Background: an optimization exercise with open tools, aiming at small area and a short achievable clock period. Do not read the settings as production practice. No functional check of the RTL was part of any run shown here. No activity file was given, so power comes from the tool's default toggle rates.

==> flow/design.v (outline; a module is shown in full before it is edited, if it fits) <==
// module fold_preadd: 9 lines
// module ld_or_keep: 9 lines
// module ld_or_keep_set: 9 lines
// module coef_wr_sel: 9 lines
// module fir_and: 7 lines
// module fir_fa: 10 lines
// module fir_fa1: 9 lines
// module fir_booth_enc: 16 lines
// module fir_bsel: 9 lines
// module fir_nor: 7 lines
// module fir_xor: 7 lines
// module fir_ha: 9 lines
// module mac_stage1: 4637 lines
// module mac_stage2: 492 lines
// module mac_stage3: 56 lines
// module mac_stage4: 9 lines
// module fir_sym_top: 138 lines
module fir_sym_top (
  input  logic                 clk,
  input  logic                 rst_n,
  input  logic                 in_valid,
  input  fir_pkg::sample_t     in_data,
  input  logic                 coef_wr,
  input  fir_pkg::coef_addr_t  coef_addr,
  input  fir_pkg::coef_t       coef_data,
  output logic                 out_valid,
  output fir_pkg::acc_t        out_data
);
  // ...
==> flow/flow/run.sh <==
#!/bin/bash
# The standard layout (standard.sh: the standard synthesis, then ORFS from
# floorplan to finish) with two changes passed to make:
#  - the input and output ports get sky130_fd_sc_hd__buf_2 buffers instead
#    of the cell buffer_ports picks by itself (a clkdlybuf4s50_1 delay
#    cell); every port still gets one;
#  - timing repair aims for 3.1 ns (setup margin 5.9 ns at the 9 ns clock)
#    instead of stopping once the 9 ns clock is met.
# Everything else, including the clock period and constraints, is the
# standard flow's. The full make output is in standard.log.
set -euo pipefail
bash standard.sh "BUFFER_PORTS_ARGS=-buffer_cell sky130_fd_sc_hd__buf_2" \
  SETUP_SLACK_MARGIN=5.9 finish > standard.log 2>&1
==> flow/standard.sh <==
#!/bin/bash
# synth_recipe.tcl (not shown) runs the flow's synth.tcl, then flattens the netlist and writes it again
# the make line also repeats each setting of config.mk as NAME=value (left out here)
make -C /OpenROAD-flow-scripts/flow DESIGN_CONFIG=/design/flow/config.mk WORK_HOME=/design/flow/orfs CLKGATE_MAP_FILE= SYNTH_SCRIPT=/design/flow/synth_recipe.tcl "${@:-finish}"
==> flow/config.mk <==
export PLATFORM = sky130hd
export DESIGN_NAME = fir_sym_top
export DESIGN_NICKNAME = fir_sym_top
export VERILOG_FILES = /design/flow/design.v
export SDC_FILE = /design/flow/constraint.sdc
export NUM_CORES = 4
export LEC_CHECK = 0
export CAP_MARGIN = 50
export CORE_MARGIN = 2
export CORE_UTILIZATION = 55
export PLACE_DENSITY = 0.72
export SLEW_MARGIN = 70
export SYNTH_HIERARCHICAL = 1
==> flow/constraint.sdc <==
create_clock -name core_clock -period 9.0 [get_ports {clk}]
set_input_delay 1.8000 -clock core_clock [delete_from_list [all_inputs] [get_ports {clk}]]
set_output_delay 1.8000 -clock core_clock [all_outputs]
set_load 0.01 [all_outputs]
==> impl_metrics.toml, run 1 <==
[route]
ant_nets = 0
top_layer = "met5"

[setup_path]
path_buf_inv = 1
crit_type = "reg2reg"
start_kind = "flip-flop"
cp-startpoint = "digits[186]"
required_ns = 9.74
crit_fanout = 21
slowest_delay_ns = 0.72
rr_worst_depth = 6

[final_layout]
fill_cells = 13336
fin_area_um2 = 110000
n_all_inverters = 157
n_antenna_cell = 96
final_common_cell = "fa_1"
n_all_buffers = 346
multi_input_gates = 6297
drive_gt1_frac = 0.116

[global_route]
overflow = 0
antenna_found_initial = 43
grtUsageMet3 = 0.330
grt_pass1_vias = 79589
met1_usage = 0.529

[logic_synthesis]
syn_inst = 7939
ys.warnings.count = 7
synth_nets = 9805

[clock_network]
post_cts_buffers = 0
cts_buffers = 156
cts_resized = 39

[hold_path]
hold_depth = 0
worst_hold_startpoint = "st2[5]"

[sta]
tns_ns = 0
slew_violations = 0
finalSetupViolations = 0

[placed_design]
port_buffers = 83
routabilityCongestion = 1.12

[power_and_ir_drop]
p_per_area_nw_per_um2 = 176

[outcome]
outcome = "complete, no violations"
==> inputs of run 2 (changes only) <==
--- a/flow/config.mk
+++ b/flow/config.mk
@@ -10,2 +10,4 @@
 export CORE_UTILIZATION = 55
+export CTS_CLUSTER_DIAMETER = 90
+export CTS_CLUSTER_SIZE = 18
 export PLACE_DENSITY = 0.72
==> impl_metrics.toml, run 2 <==
[logic_synthesis]
syn_inst = 7939
avgSynthCellArea_um2 = 12.2
ys.warnings.count = 7
synth_nets = 9805
synthesis.area_um2 = 96900

[sta]
hold-worst-slack_ns = 0.330
fin_ws_ns = 5.74
relSlewSlack = 0.483
slew_violations = 0
fin_crit_sh = 0.362
fin_crit_ns = 3.26
hold_violations = 0
skew_ns = 0.0673
tightest_slew_ns = 0.774
tns_ns = 0
finalSetupViolations = 0
fmax_mhz = 307
rsz0062_at_grt = "true"

[global_route]
grt_pass1_vias = 78633
grt_max_degree = 74
antenna_found_initial = 39
grt_pass1_wl_um = 580000
grtUsageTotal = 0.456
overflow = 0

[final_layout]
final_cells = 10823
regMostFlops = "st1"
final_common_cell = "fa_1"
drive_gt1_frac = 0.104
regArea_um2 = 29700
area_growth_pct = 11.4
fill_cells = 13658
largest_reg_flops = 529
multiInputGateArea_um2 = 68100
top_regs = "st1 (529), taps (300), digits (200)"
nets = 10212
mostFrequentLayoutCells = "fa_1 (1593), xor2_1 (1454), o22ai_1 (1274), dfxtp_1 (1214), nor2_1 (376)"
fin_area_um2 = 108000

[hold_path]
hp-class = "reg2reg"

[power_and_ir_drop]
leakage_nw = 53.0
clkPwrFrac = 0.273
seq_power_share = 0.446
ir_drop_v = 0.000162
p_per_area_nw_per_um2 = 162
netSwitchingPower_mw = 6.03
p_int_mw = 11.4
p_sw_frac = 0.346
combPwrFrac = 0.281

[setup_path]
crit_fanout = 20
required_ns = 9.62
worstPathArrival_ns = 3.88
start_kind = "flip-flop"
crit_type = "reg2reg"
critPathCaptureType = "flip-flop"

[route]
ant_nets = 0
drt-total-wl_um = 416000
drtIter0Drc = 12819
dr.pass1.iters = 11
vias_per_cell = 7.28
via_count = 78793
routedWlPerCell_um = 38.5
drcViolationCount = 0

[floorplanning]
ios = 84
die_h_um = 424
core_um2 = 176000
die_w_um = 424
rows = 154
dieArea_um2 = 180000
start_util = 0.552

[placed_design]
port_buffers = 83
dp_hpwl_um = 314000
place_area_um2 = 104000
numPlacedInstances = 10571
routabilityCongestion = 1.12
dpl_worst_slack_ns = 5.71

[clock_network]
cts_buffers = 100
tritoncts = "done"
ctsHoldBuffers = 0
cts.sinks = 1444
ctsRootBufferMaster = "clkbuf_16"
clkTransAtPathRegs_ns = 0.08
htreeDepth = 3
cts.path.max_buffers = 3
worstSkewPairLatency_ns = 0.83

[job]
drv_cap = 0

[outcome]
outcome = "complete, no violations"
==> run 2: metrics by stage <==
| stage | util | total power [mW] |
|---|---|---|
| global placement | 0.579 | 12.4 |
| global route | 0.614 | 18.1 |
| CTS | 0.610 | 17.3 |
| floorplan | - | 10.6 |
| detailed placement | 0.593 | 12.6 |
| finish | 0.615 | 17.4 |
==> run 2: timing repair <==
item	4_1_cts	5_1_grt
endpoints found under the hold margin	0	0
resized for setup	29	39
pin swaps	0	10
setup buffers	0	0
setup endpoints to repair	25	25
==> run 2: power groups by stage <==
stage | clock, mW | sequential [mW] | combinational (mW)
finish | 4.76 | 7.78 | 4.90
global route | 5.00 | 7.80 | 5.34
CTS | 4.78 | 7.70 | 4.78
detailed placement | 0 | 7.84 | 4.76
global placement | 0 | 7.87 | 4.49
floorplan | 0 | 7.74 | 2.83
==> run 2: layout make-up <==
cell class	instances	share of cell area
Sequential cell	1444	0.275
Multi-Input combinational cell	6297	0.631
Inverter	157	0.00546
Antenna cell	75	0.00174
Tap cell	2340	0.0271
Timing Repair Buffer	346	0.0311
Clock inverter	28	0.00360
Clock buffer	136	0.0251
==> run 2: metal layers <==
layer,up-vias,wire (µm),track usage
met5,-,3600,0.131
li1,29390,-,-
met3,2434,83600,0.323
met1,39173,141000,0.532
met4,82,27000,0.222
met2,7714,162000,0.611
==> run 2: worst paths after layout <==
kind | startpoint | to | slack [ns] | cells past startpoint
worst max-delay path | digits[186] | st1[372] | 5.74 | 6
worst max register to register | digits[186] | st1[372] | 5.74 | 6
worst min register to register | st2[5] | st3[5] | 0.33 | 0
worst min-delay path | st2[5] | st3[5] | 0.33 | 0
==> run 2: critical path: stages (launching register included) <==
cell     delay, ns
dfxtp_1       0.38
buf_4         0.44
o22ai_1       0.19
xor2_1        0.18
fa_1          0.46
fa_1          0.70
fa_1          0.67

## static timing again, ports no longer ideal
Ports are ideal in the flow. The routed layouts listed here were re-timed in OpenROAD. Step 1, drivers: a clkbuf_16 drives clk and a buf_2 each remaining input, both assumed. Step 2 adds t to the input delays and takes it off the output delays; t is the mean of the earliest and latest rising clock arrival at the registers after step 1. Input paths then give back, and output paths get back, about the clock's delay inside the block. a / b / c = ideal / step 1 / step 2; a / b = the first two.
run	t, ns	setup WS [ns]	slew at the worst register clock pin (ns)
run 1	0.936	5.766 / 5.766 / 5.766	0.07 / 0.07
run 2	0.888	5.741 / 5.741 / 5.741	0.10 / 0.10
After both steps setup and hold are still met in every run listed.
